This design comes from an exercise in tuning for small area on the open sky130 flow, not from production work.
Function was checked by simulation only, so behaviour that the tests miss may differ from the original.
Power and IR drop assume default switching activity.

==> job 354 <==
==> flow/design.v <==
package rv_pkg;
    localparam int XLEN_DEF = 32;
    localparam int REG_AW   = 5;
    localparam int REG_ZERO = 0;
    typedef logic [REG_AW-1:0]   reg_addr_t;
    typedef logic [XLEN_DEF-1:0] xword_t;
endpackage
module regfile_rd_port (
    input  logic            rst_n,
    input  logic [4:0]      addr,
    input  logic [1023:0]   regs,
    input  logic [31:0]     valid,
    input  logic [31:0]     busy_vec,
    input  logic [1:0]      wr_en,
    input  logic [9:0]      wr_addr,
    input  logic [63:0]     wr_data,
    output logic [31:0]     data,
    output logic            busy
);
    logic m0, m1, nbyp, byp0, byp1;
    logic [7:0]  lo;
    logic [3:0]  hi;
    logic [31:0] dsel;
    assign m0   = rst_n && wr_en[0] && (wr_addr[4:0] == addr);
    assign m1   = rst_n && wr_en[1] && (wr_addr[9:5] == addr);
    assign nbyp = !m0 && !m1;
    assign byp1 = m1 && (addr != 5'd0);
    assign byp0 = m0 && !m1 && (addr != 5'd0);
    for (genvar i = 0; i < 8; i++) begin : g_lo
        assign lo[i] = (addr[2:0] == i);
    end
    for (genvar g = 0; g < 4; g++) begin : g_hi
        assign hi[g] = (addr[4:3] == g) && nbyp;
    end
    for (genvar r = 0; r < 32; r++) begin : g_sel
        if (r == 0) begin : g_zero
            assign dsel[r] = 1'b0;
        end else begin : g_nz
            assign dsel[r] = hi[r/8] && lo[r%8] && valid[r];
        end
    end
    assign busy = nbyp && busy_vec[addr];
    for (genvar b = 0; b < 32; b++) begin : g_col
        logic [32:0] cs, cd;
        assign cs[0] = byp0;
        assign cd[0] = wr_data[b];
        assign cs[1] = byp1;
        assign cd[1] = wr_data[32+b];
        for (genvar r = 1; r < 32; r++) begin : g_in
            assign cs[r+1] = dsel[r];
            assign cd[r+1] = regs[r*32+b];
        end
        rf_rcol u_col (.sel (cs), .din (cd), .y (data[b]));
    end
endmodule
module rf_rcol (
    input  logic [32:0] sel,
    input  logic [32:0] din,
    output logic        y
);
    logic [10:0] n;
    for (genvar g = 0; g < 11; g++) begin : g_aoi
        rf_aoi222 u_aoi (
            .a0 (sel[3*g]),   .b0 (din[3*g]),
            .a1 (sel[3*g+1]), .b1 (din[3*g+1]),
            .a2 (sel[3*g+2]), .b2 (din[3*g+2]),
            .yn (n[g])
        );
    end
    assign y = ~(&n[3:0]) | ~(&n[7:4]) | ~(&n[10:8]);
endmodule
module rf_aoi222 (
    input  logic a0,
    input  logic b0,
    input  logic a1,
    input  logic b1,
    input  logic a2,
    input  logic b2,
    output logic yn
);
    assign yn = ~((a0 & b0) | (a1 & b1) | (a2 & b2));
endmodule
module regfile_mp (
    input  logic         clk,
    input  logic         rst_n,
    input  logic [19:0]  rd_addr,
    output logic [127:0] rd_data,
    output logic [3:0]   rd_busy,
    input  logic [1:0]   wr_en,
    input  logic [9:0]   wr_addr,
    input  logic [63:0]  wr_data,
    input  logic [1:0]   iss_en,
    input  logic [9:0]   iss_rd,
    output logic         busy_any
);
    logic [32*32-1:0] regs_flat;
    logic [31:0]      valid;
    logic [31:0]      busy;
    assign regs_flat[31:0] = '0;
    assign valid[0]        = 1'b0;
    assign busy[0]         = 1'b0;
    for (genvar r = 1; r < 32; r++) begin : g_reg
        logic        hit0, hit1, ihit0, ihit1;
        logic        sel0, sel1, hold;
        logic [31:0] q;
        logic        v, b;
        assign hit0  = wr_en[0]  && (wr_addr[4:0] == r);
        assign hit1  = wr_en[1]  && (wr_addr[9:5] == r);
        assign ihit0 = iss_en[0] && (iss_rd[4:0]  == r);
        assign ihit1 = iss_en[1] && (iss_rd[9:5]  == r);
        assign sel1  = hit1;
        assign sel0  = hit0 & ~hit1;
        assign hold  = ~(hit0 | hit1);
        logic [31:0] d;
        for (genvar b = 0; b < 32; b++) begin : g_bit
            rf_wbit u_wbit (
                .s0 (sel0), .s1 (sel1), .h (hold),
                .d0 (wr_data[b]), .d1 (wr_data[32+b]), .q (q[b]),
                .d  (d[b])
            );
        end
        always_ff @(posedge clk) begin
            q <= d;
        end
        always_ff @(posedge clk or negedge rst_n) begin
            if (!rst_n) begin
                v <= 1'b0;
                b <= 1'b0;
            end else begin
                v <= v | hit0 | hit1;
                b <= (b & hold) | ihit0 | ihit1;
            end
        end
        assign regs_flat[r*32 +: 32] = q;
        assign valid[r]              = v;
        assign busy[r]               = b;
    end
    assign busy_any = |busy;
    for (genvar k = 0; k < 4; k++) begin : g_rd
        regfile_rd_port u_rd_port (
            .rst_n    (rst_n),
            .addr     (rd_addr[k*5 +: 5]),
            .regs     (regs_flat),
            .valid    (valid),
            .busy_vec (busy),
            .wr_en    (wr_en),
            .wr_addr  (wr_addr),
            .wr_data  (wr_data),
            .data     (rd_data[k*32 +: 32]),
            .busy     (rd_busy[k])
        );
    end
endmodule
module rf_wbit (
    input  logic s0,
    input  logic s1,
    input  logic h,
    input  logic d0,
    input  logic d1,
    input  logic q,
    output logic d
);
    assign d = (s0 & d0) | (s1 & d1) | (h & q);
endmodule
module regfile_top (
    input  logic         clk,
    input  logic         rst_n,
    input  logic [19:0]  rd_addr,
    output logic [127:0] rd_data,
    output logic [3:0]   rd_busy,
    input  logic [1:0]   wr_en,
    input  logic [9:0]   wr_addr,
    input  logic [63:0]  wr_data,
    input  logic [1:0]   iss_en,
    input  logic [9:0]   iss_rd,
    output logic         busy_any
);
    regfile_mp u_rf (
        .clk      (clk),
        .rst_n    (rst_n),
        .rd_addr  (rd_addr),
        .rd_data  (rd_data),
        .rd_busy  (rd_busy),
        .wr_en    (wr_en),
        .wr_addr  (wr_addr),
        .wr_data  (wr_data),
        .iss_en   (iss_en),
        .iss_rd   (iss_rd),
        .busy_any (busy_any)
    );
endmodule
==> flow/run.sh <==
#!/bin/bash
# synth_recipe.tcl (not shown) runs the flow's synth.tcl, then flattens the netlist and writes it again
# the make line also repeats each setting of config.mk as NAME=value (left out here)
make -C /OpenROAD-flow-scripts/flow DESIGN_CONFIG=/design/flow/config.mk WORK_HOME=/design/flow/orfs CLKGATE_MAP_FILE= SYNTH_SCRIPT=/design/flow/synth_recipe.tcl finish
==> flow/config.mk <==
export PLATFORM = sky130hd
export DESIGN_NAME = regfile_top
export DESIGN_NICKNAME = regfile_top
export VERILOG_FILES = /design/flow/design.v
export SDC_FILE = /design/flow/constraint.sdc
export NUM_CORES = 4
export LEC_CHECK = 0
export CAP_MARGIN = 20
export CELL_PAD_IN_SITES_DETAIL_PLACEMENT = 1
export CELL_PAD_IN_SITES_GLOBAL_PLACEMENT = 2
export CORE_MARGIN = 2
export CORE_UTILIZATION = 25
export CTS_BUF_LIST = sky130_fd_sc_hd__clkbuf_4 sky130_fd_sc_hd__clkbuf_8
export CTS_CLUSTER_DIAMETER = 60
export CTS_CLUSTER_SIZE = 20
export PLACE_DENSITY = 0.35
export SLEW_MARGIN = 20
export SYNTH_HIERARCHICAL = 1
==> flow/constraint.sdc <==
create_clock -name core_clock -period 8.0 [get_ports {clk}]
set_input_delay 1.6000 -clock core_clock [delete_from_list [all_inputs] [get_ports {clk}]]
set_output_delay 1.6000 -clock core_clock [all_outputs]
set_load 0.01 [all_outputs]
==> inputs of job 233, as changes to job 354 <==
==> flow/flow/run.sh (new file) <==
#!/bin/bash
# Standard ORFS layout with two changes:
#  - CTS without dummy loads (same clustering and buffer list as config.mk);
#  - port buffers use sky130_fd_sc_hd__buf_1 instead of the default choice.
# ORFS writes each step's full log under orfs/logs/; make's own output goes
# to standard_sh.log in this folder.
set -euo pipefail
export CTS_ARGS="-sink_clustering_enable -repair_clock_nets -dont_use_dummy_load -sink_clustering_size 20 -sink_clustering_max_diameter 60 -buf_list {sky130_fd_sc_hd__clkbuf_4 sky130_fd_sc_hd__clkbuf_8}"
export BUFFER_PORTS_ARGS="-buffer_cell sky130_fd_sc_hd__buf_1"
bash standard.sh finish > standard_sh.log 2>&1
==> flow/standard.sh (new file) <==
#!/bin/bash
# synth_recipe.tcl (not shown) runs the flow's synth.tcl, then flattens the netlist and writes it again
# the make line also repeats each setting of config.mk as NAME=value (left out here)
make -C /OpenROAD-flow-scripts/flow DESIGN_CONFIG=/design/flow/config.mk WORK_HOME=/design/flow/orfs CLKGATE_MAP_FILE= SYNTH_SCRIPT=/design/flow/synth_recipe.tcl "${@:-finish}"
--- a/flow/config.mk
+++ b/flow/config.mk
@@ -5,7 +5,7 @@
 export SDC_FILE = /design/flow/constraint.sdc
 export NUM_CORES = 4
 export LEC_CHECK = 0
-export CAP_MARGIN = 20
+export CAP_MARGIN = 5
 export CELL_PAD_IN_SITES_DETAIL_PLACEMENT = 1
 export CELL_PAD_IN_SITES_GLOBAL_PLACEMENT = 2
 export CORE_MARGIN = 2
@@ -14,5 +14,5 @@
 export CTS_CLUSTER_DIAMETER = 60
 export CTS_CLUSTER_SIZE = 20
 export PLACE_DENSITY = 0.35
-export SLEW_MARGIN = 20
+export SLEW_MARGIN = 5
 export SYNTH_HIERARCHICAL = 1
removed: flow/run.sh
==> comparison table <==
Status: job 354 complete, but fails checks; job 233 complete, but fails checks
Violated checks: job 354 negative setup slack; job 233 max-capacitance violations, max-slew violations
Clock Pin Slew Worst Setup and Hold Paths: job 354 80 ps; job 233 50 ps
Minimum hold slack: job 354 513.1 ps; job 233 536.3 ps
Number of fill cells in the layout: job 354 25.79k; job 233 26.11k
Seq area share: job 354 29.00%; job 233 31.47%
Routing usage on met3: job 354 15.96%; job 233 15.16%
Part of the total power dissipated in the clock network: job 354 29.2%; job 233 24.0%
Met1 Resource Use GR: job 354 56.74%; job 233 54.59%
Pin count of the biggest net entering global routing: job 354 44; job 233 36
Worst flop-to-flop path startpoint: job 354 u_rf.g_reg[3].q[28]; job 233 u_rf.g_reg[16].b
Global routing usage on met2: job 354 63.92%; job 233 62.73%
DP Worst Slack: job 354 -114.6 ps; job 233 571.8 ps
Maximum single-stage delay on the critical path: job 354 830 ps; job 233 1270 ps
Area after DPL: job 354 69830 sq um; job 233 65760 sq um
Maximum capacitance violations: job 354 0; job 233 2
Endpoint of the most critical register-to-register path: job 354 u_rf.g_reg[3].q[28]; job 233 u_rf.g_reg[16].b
Post-layout min period: job 354 8167 ps; job 233 7799 ps
Via/cell ratio: job 354 8.133; job 233 8.275
Fmax achieved: job 354 0.1224 GHz; job 233 0.1282 GHz
Max-slew violation count: job 354 0; job 233 69
Clock Network Area Fraction: job 354 4.848%; job 233 3.095%
Overall routed net length: job 354 562600 um; job 233 549700 um
Met3 layer wire length in the routed design: job 354 78080 um; job 233 72980 um
Non-clock buffer contribution to total cell area: job 354 11.03%; job 233 5.967%
Total Power Consumption: job 354 0.01863 W; job 233 0.01683 W
Global-route wire length before repair: job 354 725000 um; job 233 704900 um

[port drivers added, routing unchanged]
The results above use ideal ports. As a check the final layouts listed here were re-extracted and re-timed, cells and wires unchanged.
Step 1: set_driving_cell puts a clkbuf_16 on clk and a buf_2 on each other input, an assumption about the parent block.
Step 2 times the ports against the registers' clock, not the clock port: input delays grow and output delays shrink by t, the midpoint of the rising clock arrivals with the driver on.
a / b / c = no drivers / after step 1 / after step 2; a / b = the first two.
run | t, ns | setup WS [ns] | worst setup path after step 2 | latest minus earliest clock arrival (ns) | worst data-port slew with drivers (ns)
job 354 | 1.080 | -0.167 / -0.203 / -0.203 | input to output | 0.099 / 0.099 | 0.12
job 233 | 1.048 | 0.201 / 0.169 / 0.169 | input to output | 0.129 / 0.129 | 0.16
For job 354, which loses most, drivers alone change the setup slack by -0.036 ns; drivers and shift together by -0.036 ns.
